This design comes from an exercise in tuning for small area, a short achievable clock period and few clock cycles on the open sky130 flow, not from production work.
RTL that was checked went through simulation tests only; none was proved equivalent to the original.
No activity file was given, so power comes from the tool's default toggle rates.

## run A
==> flow/design.v (excerpt) <==
module adc_capture_top (
	input  logic        data_clk_div,
	input  logic        rst_n,
	input  logic [39:0] lanes,
	input  logic [39:0] host_req,
	input  logic        host_req_valid,
	output logic        host_ack,
	output logic [31:0] host_rsp
);
	localparam int DW = 2*16;
	localparam int N  = 64;
	localparam int AW = 6;
	function automatic logic [8-1:0] slip(input logic [8-1:0] b,
			input logic [2:0] n);
		logic [2*8-1:0] dbl;
		dbl = {b, b} >> n;
		slip = dbl[8-1:0];
	endfunction
	adc_pkg::lane_words_t lanes_s;
	host_pkg::host_req_t  req;
	assign lanes_s = lanes;
	assign req     = host_req;
	logic          ack;
	logic          adc_en, cap_en;
	logic [6:0]    cnt;           
	logic          cap_sh;        
	logic          sh;            
	logic [AW-1:0] pn;            
	logic          rd_q;          
	logic          st_q;          
	logic [7:0]    st_snap;       
	logic          frame_valid;
	logic [2:0]    bitslip;
	logic [DW-1:0] rsp;
	logic [DW*N-1:0] ring;
	logic is_wr, is_st, is_rd;
	logic cap_active, hit, ready, rise, arm, rd_ok, cap_sh_d, turn;
	assign is_wr = (req.cmd == 2'd0);
	assign is_st = (req.cmd == 2'd1);
	assign is_rd = (req.cmd == 2'd2);
	assign cap_active = cap_en & ~cnt[6];
	assign hit    = (req.addr == pn);
	assign rd_ok  = is_rd & ~cap_active;
	assign ready  = ~is_rd | cap_active | hit;
	assign rise   = host_req_valid & ~ack & ready;
	assign arm    = rise & is_wr & req.wdata[0] & ~cap_en;
	assign cap_sh_d = arm | (cap_en & (cnt < 7'd63));
	assign turn   = (ack & ~host_req_valid & rd_q) | (host_req_valid & ~ack & rd_ok & ~hit);
	logic [7:0] m;
	always_comb begin
		for (int s = 0; s < 8; s++)
			m[s] = (slip(lanes_s.frame, 3'(s)) == 8'b1111_0000);
	end
  ...
export LEC_CHECK = 0
export CAP_MARGIN = 20
export CORE_MARGIN = 2
export CORE_UTILIZATION = 55
export CTS_CLUSTER_DIAMETER = 100
export CTS_CLUSTER_SIZE = 25
export SETUP_SLACK_MARGIN = 2.0
export SLEW_MARGIN = 20
create_clock -name core_clock -period 4.0 [get_ports {data_clk_div}]
standard.sh (not shown) runs the stock make flow with config.mk's settings and CLKGATE_MAP_FILE= SYNTH_SCRIPT=/design/flow/synth_recipe.tcl, a recipe that flattens the netlist after the stock synthesis.
==> flow/flow/run.sh <==
#!/bin/bash
# The standard layout, with the port buffers made from sky130_fd_sc_hd__buf_2
# instead of the cell buffer_ports picks by itself. Every port still gets its
# own buffer. make's full output goes to orfs_make.log; each ORFS step also
# keeps its own log under orfs/logs/.
set -euo pipefail
export BUFFER_PORTS_ARGS="-buffer_cell sky130_fd_sc_hd__buf_2"
bash standard.sh finish > orfs_make.log 2>&1
Run A finished all stages; the layout is clean.
Testbench counts of run A, summed over its fixed seeds: cycles 9,504.
diff inputs: run A => run B
# run A
export LEC_CHECK = 0
export CAP_MARGIN = 20
export CORE_MARGIN = 2
export CORE_UTILIZATION = 55
export CTS_CLUSTER_DIAMETER = 100
export CTS_CLUSTER_SIZE = 25
export SETUP_SLACK_MARGIN = 2.0
export SLEW_MARGIN = 20
create_clock -name core_clock -period 4.0 [get_ports {data_clk_div}]
# run B
export LEC_CHECK = 0
export CAP_MARGIN = 20
export CORE_MARGIN = 2
export CORE_UTILIZATION = 65
export CTS_CLUSTER_DIAMETER = 120
export CTS_CLUSTER_SIZE = 30
export SETUP_SLACK_MARGIN = 1.95
export SLEW_MARGIN = 20
create_clock -name core_clock -period 4.0 [get_ports {data_clk_div}]
==> comparison <==
- Diff run A -> run B: power now sits lower; achievable clock frequency now sits higher; sequential share of layout area now sits higher.
- Clock insertion delay at the later pin of the skew report: run B vs run A, no meaningful difference
- Relative to run A, met2 layer wire length in the routed design has decreased by 6.4% in run B.
- The post-layout minimum cycle time of run B falls short of that of run A by 0.032 ns.
- Between run B and run A, the difference in combinational power is negligible.
#### Input delta (run C over run B)
# run B
export LEC_CHECK = 0
export CAP_MARGIN = 20
export CORE_MARGIN = 2
export CORE_UTILIZATION = 65
export CTS_CLUSTER_DIAMETER = 120
export CTS_CLUSTER_SIZE = 30
export SETUP_SLACK_MARGIN = 1.95
export SLEW_MARGIN = 20
create_clock -name core_clock -period 4.0 [get_ports {data_clk_div}]
# run C
export LEC_CHECK = 0
export CAP_MARGIN = 20
export CORE_MARGIN = 2
export CORE_UTILIZATION = 55
export CTS_CLUSTER_DIAMETER = 100
export CTS_CLUSTER_SIZE = 25
export SETUP_SLACK_MARGIN = 2.0
export SLEW_MARGIN = 20
create_clock -name core_clock -period 4.0 [get_ports {data_clk_div}]
==> flow/run.sh (new file) <==
#!/bin/bash
# synth_recipe.tcl (not shown) runs the flow's synth.tcl, then flattens the netlist and writes it again
# the make line also repeats each setting of config.mk as NAME=value (left out here)
make -C /OpenROAD-flow-scripts/flow DESIGN_CONFIG=/design/flow/config.mk WORK_HOME=/design/flow/orfs CLKGATE_MAP_FILE= SYNTH_SCRIPT=/design/flow/synth_recipe.tcl finish
removed: flow/flow/run.sh
removed: flow/standard.sh
==> summary.txt <==
Delta (run C minus run B): sequential share of layout area dropped 1.1 points; total power density per cell area climbed about 0.6%; total of clock buffers placed in the layout climbed 17%; hold slack climbed 0.34 ns; register-to-register slack dropped 0.03 ns. Between run B and run C, final worst-path cycle share increased. Between run C and run B, the largest stage delay on the critical path does not differ in any meaningful way.
What run D does differently from run C at the input level:
# run C
export LEC_CHECK = 0
export CAP_MARGIN = 20
export CORE_MARGIN = 2
export CORE_UTILIZATION = 55
export CTS_CLUSTER_DIAMETER = 100
export CTS_CLUSTER_SIZE = 25
export SETUP_SLACK_MARGIN = 2.0
export SLEW_MARGIN = 20
create_clock -name core_clock -period 4.0 [get_ports {data_clk_div}]
# run D
export LEC_CHECK = 0
export CAP_MARGIN = 20
export CORE_MARGIN = 2
export CORE_UTILIZATION = 55
export CTS_CLUSTER_DIAMETER = 100
export CTS_CLUSTER_SIZE = 25
export GPL_TIMING_DRIVEN = 0
export SETUP_SLACK_MARGIN = 2.0
export SLEW_MARGIN = 20
create_clock -name core_clock -period 4.0 [get_ports {data_clk_div}]
==> flow/flow/run.sh (new file) <==
#!/bin/bash
# The standard layout, with the port buffers made from sky130_fd_sc_hd__buf_2
# instead of the cell buffer_ports picks by itself. Every port still gets its
# own buffer. make's full output goes to orfs_make.log; each ORFS step also
# keeps its own log under orfs/logs/.
set -euo pipefail
export BUFFER_PORTS_ARGS="-buffer_cell sky130_fd_sc_hd__buf_2"
bash standard.sh finish > orfs_make.log 2>&1
==> flow/standard.sh (new file) <==
#!/bin/bash
# synth_recipe.tcl (not shown) runs the flow's synth.tcl, then flattens the netlist and writes it again
# the make line also repeats each setting of config.mk as NAME=value (left out here)
make -C /OpenROAD-flow-scripts/flow DESIGN_CONFIG=/design/flow/config.mk WORK_HOME=/design/flow/orfs CLKGATE_MAP_FILE= SYNTH_SCRIPT=/design/flow/synth_recipe.tcl "${@:-finish}"
removed: flow/run.sh
### Flow results
Smallest hold slack down 0.35 ns in run D wrt run C
Looking at overall track demand over capacity in global routing across run C and run D, the one that comes out higher is run D.
On run D: critical path depth is 11 higher than what run C gave.
Re layout overhead on the synthesized area: run C was lower than run D.
On switching portion of total power, run C and run D are neck and neck.
In summary, run C completed successfully, with a layout that passed the timing, design-rule and antenna checks.
Per the final summary, run D finished and its layout is clean on timing, DRC and antenna.
Compared with run C, run D supports a lower clock frequency.
Compared run D vs run C, and met1 demand-to-capacity share in global routing is up in run D.
The highest routed metal layer comes out met4 in one run and met5 in the other, namely in run C and run D respectively.

========
The RTL this note starts from:
==> flow/design.v <==
package adc_pkg;
	typedef struct packed {
		logic [8-1:0] frame;
		logic [8-1:0] ch0_a;
		logic [8-1:0] ch0_b;
		logic [8-1:0] ch1_a;
		logic [8-1:0] ch1_b;
	} lane_words_t;
	typedef struct packed {
		logic [16-1:0] ch0;
		logic [16-1:0] ch1;
	} sample_pair_t;
	typedef enum logic [1:0] {
		ALIGN_IDLE,
		ALIGN_CHECK,
		ALIGN_WAIT,
		ALIGN_LOCKED
	} align_state_e;
	typedef enum logic [1:0] {
		CAP_IDLE,
		CAP_RUN,
		CAP_DONE
	} cap_state_e;
endpackage
package host_pkg;
	typedef enum logic [1:0] {
		CMD_WRITE_CTRL,
		CMD_READ_STATUS,
		CMD_READ_SAMPLE
	} host_cmd_e;
	typedef struct packed {
		host_cmd_e cmd;
		logic [6-1:0] addr;
		logic [31:0] wdata;
	} host_req_t;
	typedef struct packed {
		logic [31:0] rdata;
	} host_rsp_t;
	typedef struct packed {
		logic adc_enable;
		logic capture_enable;
	} ctrl_t;
	typedef struct packed {
		logic frame_valid;
		logic [2:0] bitslip_count;
		logic [1:0] cap_state;   
		logic adc_enable;
		logic capture_enable;
	} status_t;
endpackage
`timescale 1ns/1ps
module adc_capture_top (
	input  logic        data_clk_div,
	input  logic        rst_n,
	input  logic [39:0] lanes,
	input  logic [39:0] host_req,
	input  logic        host_req_valid,
	output logic        host_ack,
	output logic [31:0] host_rsp
);
	localparam int DW = 2*16;
	localparam int N  = 64;
	localparam int AW = 6;
	function automatic logic [8-1:0] slip(input logic [8-1:0] b,
			input logic [2:0] n);
		logic [2*8-1:0] dbl;
		dbl = {b, b} >> n;
		slip = dbl[8-1:0];
	endfunction
	adc_pkg::lane_words_t lanes_s;
	host_pkg::host_req_t  req;
	assign lanes_s = lanes;
	assign req     = host_req;
	logic          ack;
	logic          adc_en, cap_en;
	logic [6:0]    cnt;           
	logic          cap_sh;        
	logic          sh;            
	logic [AW-1:0] pn;            
	logic          rd_q;          
	logic          st_q;          
	logic [7:0]    st_snap;       
	logic          frame_valid;
	logic [2:0]    bitslip;
	logic [DW-1:0] rsp;
	logic [DW*N-1:0] ring;
	logic is_wr, is_st, is_rd;
	logic cap_active, hit, ready, rise, arm, rd_ok, cap_sh_d, turn;
	assign is_wr = (req.cmd == 2'd0);
	assign is_st = (req.cmd == 2'd1);
	assign is_rd = (req.cmd == 2'd2);
	assign cap_active = cap_en & ~cnt[6];
	assign hit    = (req.addr == pn);
	assign rd_ok  = is_rd & ~cap_active;
	assign ready  = ~is_rd | cap_active | hit;
	assign rise   = host_req_valid & ~ack & ready;
	assign arm    = rise & is_wr & req.wdata[0] & ~cap_en;
	assign cap_sh_d = arm | (cap_en & (cnt < 7'd63));
	assign turn   = (ack & ~host_req_valid & rd_q) | (host_req_valid & ~ack & rd_ok & ~hit);
	logic [7:0] m;
	always_comb begin
		for (int s = 0; s < 8; s++)
			m[s] = (slip(lanes_s.frame, 3'(s)) == 8'b1111_0000);
	end
	always_ff @(posedge data_clk_div or negedge rst_n) begin
		if (!rst_n) begin
			frame_valid <= 1'b0;
			bitslip <= '0;
		end else begin
			frame_valid <= adc_en & (|m);
			bitslip <= adc_en ? {m[4] | m[5] | m[6] | m[7],
			                     m[2] | m[3] | m[6] | m[7],
			                     m[1] | m[3] | m[5] | m[7]} : 3'd0;
		end
	end
	always_ff @(posedge data_clk_div or negedge rst_n) begin
		if (!rst_n) begin
			ack <= 1'b0;
			adc_en <= 1'b0;
			cap_en <= 1'b0;
			cap_sh <= 1'b0;
			sh <= 1'b0;
			rd_q <= 1'b0;
			pn <= '0;
		end else begin
			ack <= host_req_valid & (ack | ready);
			if (rise & is_wr) begin
				adc_en <= req.wdata[1];
				cap_en <= req.wdata[0];
			end
			cap_sh <= cap_sh_d;
			sh <= cap_sh_d | turn;
			if (rise) begin
				rd_q <= rd_ok;
			end
			pn <= cap_sh_d ? '0 : (turn ? pn + 1'b1 : pn);
		end
	end
	always_ff @(posedge data_clk_div) begin
		if (arm)
			cnt <= '0;
		else if (cap_active)
			cnt <= cnt + 7'd1;
	end
	always_ff @(posedge data_clk_div) begin
		if (sh)
			ring <= {ring[DW*(N-1)-1:0],
			         cap_sh ? {slip(lanes_s.ch0_a, bitslip), slip(lanes_s.ch0_b, bitslip),
			                   slip(lanes_s.ch1_a, bitslip), slip(lanes_s.ch1_b, bitslip)}
			                : ring[DW*N-1 -: DW]};
	end
	host_pkg::status_t status;
	always_comb begin
		status.frame_valid = frame_valid;
		status.bitslip_count = bitslip;
		status.cap_state = ~cap_en ? 2'd0 : ((cnt[6] | (&cnt[5:0])) ? 2'd2 : 2'd1);
		status.adc_enable = adc_en;
		status.capture_enable = cap_en;
	end
	always_ff @(posedge data_clk_div) begin
		if (!ack) begin
			st_q <= is_st;
			st_snap <= status;
		end
	end
	always_ff @(posedge data_clk_div) begin
		if (ack ? rd_q : rd_ok)
			rsp <= sh ? ring[DW*(N-1)-1 -: DW] : ring[DW*N-1 -: DW];
		else if (ack)
			rsp <= st_q ? DW'(st_snap) : '0;
		else
			rsp <= is_st ? DW'(status) : '0;
	end
	assign host_ack = ack;
	assign host_rsp = rsp;
endmodule
Settings: LEC_CHECK=0, CAP_MARGIN=20, CORE_MARGIN=2, CORE_UTILIZATION=65, CTS_CLUSTER_DIAMETER=100, CTS_CLUSTER_SIZE=25, SETUP_SLACK_MARGIN=1.85, SLEW_MARGIN=20; clock period 4.0 ns.
==> flow/flow/run.sh <==
#!/bin/bash
# The standard layout, with the port buffers made from sky130_fd_sc_hd__buf_2
# instead of the cell buffer_ports picks by itself. Every port still gets its
# own buffer. make's full output goes to orfs_make.log; each ORFS step also
# keeps its own log under orfs/logs/.
set -euo pipefail
export BUFFER_PORTS_ARGS="-buffer_cell sky130_fd_sc_hd__buf_2"
bash standard.sh finish > orfs_make.log 2>&1
The first run finished with timing, DRC and antenna clean.
Testbench counts at the start, summed over its fixed seeds: cycles 9,504.
Next try:
CORE_UTILIZATION = 62   (was 65)
CTS_CLUSTER_DIAMETER = 90   (was 100)
CTS_CLUSTER_SIZE = 22   (was 25)
SETUP_SLACK_MARGIN = 1.97   (was 1.85)
- utilization decreases by 2.9 points
- first-iteration DRC count increases by a few percent
- flip-flop and latch count does not change
- hold slack stays flat
- clock power increases by a few percent
- routed wire length increases slightly
- non-clock buffer count decreases by 1
- global-route usage decreases by 0.38 points
Next try:
CORE_UTILIZATION = 72   (was 62)
CTS_CLUSTER_DIAMETER = 100   (was 90)
CTS_CLUSTER_SIZE = 25   (was 22)
SETUP_SLACK_MARGIN = 1.95   (was 1.97)
Effect: Core utilization rose by 11 points; via count fell by 1.1%; final area fell by 0.87%; worst setup slack got worse by 0.037 ns; non-clock buffer count rose by 7; hold slack stays flat; clock-buffer cell count fell by 37; register-to-register slack got worse by 0.05 ns; die area fell by 14%; wire length rose by 0.50%; total power fell by 1.9%.
Next try:
CORE_UTILIZATION = 65   (was 72)
What happened: Total power goes up by 0.35%. Cell area goes up by 0.42%. Wire length goes down by 2.1%. First-iteration DRC count goes down by 2.5%. Die area goes up by 11%. Critical path depth does not change. Area after synthesis does not change. Non-clock buffer count goes down by 1.

========
== harbor ==
adc_capture_top, a different RTL version from the one above (not shown whole).
For scale: about 2100 flip-flops, about 120 I/O pins, ~0.065 sq mm of cells after synthesis.
make LEC_CHECK=0 ABC_CLOCK_PERIOD_IN_PS=1500 CAP_MARGIN=20 CORE_MARGIN=2 CORE_UTILIZATION=65 CTS_CLUSTER_DIAMETER=100 CTS_CLUSTER_SIZE=25 SETUP_SLACK_MARGIN=2.2 SLEW_MARGIN=20 finish   # period 4.0 ns
run.sh (not shown) runs the stock make flow with config.mk's settings and CLKGATE_MAP_FILE= SYNTH_SCRIPT=/design/flow/synth_recipe.tcl, a recipe that flattens the netlist after the stock synthesis.
Stock flow here: none of the scripts above is used.
Input changes introduced in garnet (baseline for comparison: harbor):
--- a/flow/config.mk
+++ b/flow/config.mk
@@ -6,10 +6,9 @@
 export NUM_CORES = 4
 export LEC_CHECK = 0
-export ABC_CLOCK_PERIOD_IN_PS = 1500
 export CAP_MARGIN = 20
 export CORE_MARGIN = 2
-export CORE_UTILIZATION = 65
-export CTS_CLUSTER_DIAMETER = 100
-export CTS_CLUSTER_SIZE = 25
+export CORE_UTILIZATION = 55
+export CTS_CLUSTER_DIAMETER = 80
+export CTS_CLUSTER_SIZE = 20
 export SETUP_SLACK_MARGIN = 2.2
 export SLEW_MARGIN = 20
--- outcome ---
Changes observed in garnet relative to harbor: final layout net count went down 38; final instance area has decreased; y dimension of the die increased by about 9% relative to the old numbers; overall die width went up 28 microns; via count -about 1.3%.
Min number of buffers outside the clock class in the layout across garnet and harbor: garnet
#### Input delta (fjord over garnet)
--- a/flow/config.mk
+++ b/flow/config.mk
@@ -9,6 +9,6 @@
 export CORE_MARGIN = 2
 export CORE_UTILIZATION = 55
-export CTS_CLUSTER_DIAMETER = 80
-export CTS_CLUSTER_SIZE = 20
-export SETUP_SLACK_MARGIN = 2.2
+export CTS_CLUSTER_DIAMETER = 100
+export CTS_CLUSTER_SIZE = 25
+export SETUP_SLACK_MARGIN = 2.0
 export SLEW_MARGIN = 20
==> comparison <==
Compared with garnet, fjord shows fraction of met3 tracks used by global routing lower by 0.43 points.
Via count: fjord < garnet
Number of global-route vias before repair went down slightly going from garnet to fjord.
garnet → fjord: H-tree depth reported by CTS did not really move; number of clock buffers in the layout decreased by 42 relative to the old numbers; met1 capacity usage during global routing now sits at about the same level.
Function was not checked in any run of this note: the RTL went through the layout flow alone.

==> re-timing with driven ports <==
The results above use ideal ports. As a check the final layouts listed here were re-extracted and re-timed, cells and wires unchanged.
Step 1, drivers: a clkbuf_16 drives data_clk_div and a buf_2 each remaining input, both assumed.
Step 2 also shifts input and output timing later by t, the mid clock arrival at the registers, as if the neighbouring blocks saw the same clock.
Slacks: no drivers / after step 1 / after step 2; pairs: no drivers / after step 1.
| run | shift t [ns] | setup slack, ns | latest minus earliest clock arrival (ns) | slew at the worst register clock pin (ns) | cell pins on the clock port's net |
|---|---|---|---|---|---|
| run A | 0.748 | 1.955 / 1.885 / 1.603 | 0.030 / 0.030 | 0.10 / 0.10 | 1 |
| run B | 0.736 | 1.987 / 1.916 / 1.656 | 0.025 / 0.025 | 0.11 / 0.11 | 1 |
| run C | 0.752 | 1.955 / 1.882 / 1.303 | 0.032 / 0.032 | 0.10 / 0.10 | 1 |
| run D | 0.744 | 1.639 / 1.639 / 1.221 | 0.027 / 0.027 | 0.10 / 0.10 | 1 |
| the first run of note 2 | 0.750 | 1.934 / 1.901 / 1.661 | 0.027 / 0.027 | 0.10 / 0.10 | 1 |
| the second run of note 2 | 0.746 | 1.986 / 1.916 / 1.475 | 0.026 / 0.025 | 0.09 / 0.09 | 1 |
| the third run of note 2 | 0.734 | 1.949 / 1.881 / 1.690 | 0.029 / 0.028 | 0.10 / 0.10 | 1 |
| the fourth run of note 2 | 0.750 | 1.979 / 1.907 / 1.650 | 0.025 / 0.026 | 0.10 / 0.10 | 1 |
| harbor | 0.753 | 1.909 / 1.885 / 1.200 | 0.025 / 0.026 | 0.10 / 0.10 | 1 |
| garnet | 0.767 | 1.930 / 1.897 / 1.204 | 0.025 / 0.024 | 0.08 / 0.08 | 1 |
| fjord | 0.744 | 1.897 / 1.898 / 1.191 | 0.028 / 0.028 | 0.10 / 0.10 | 1 |
After both steps setup and hold are still met in every run listed. For garnet, which loses most, drivers alone change the setup slack by -0.033 ns; drivers and shift together by -0.726 ns.
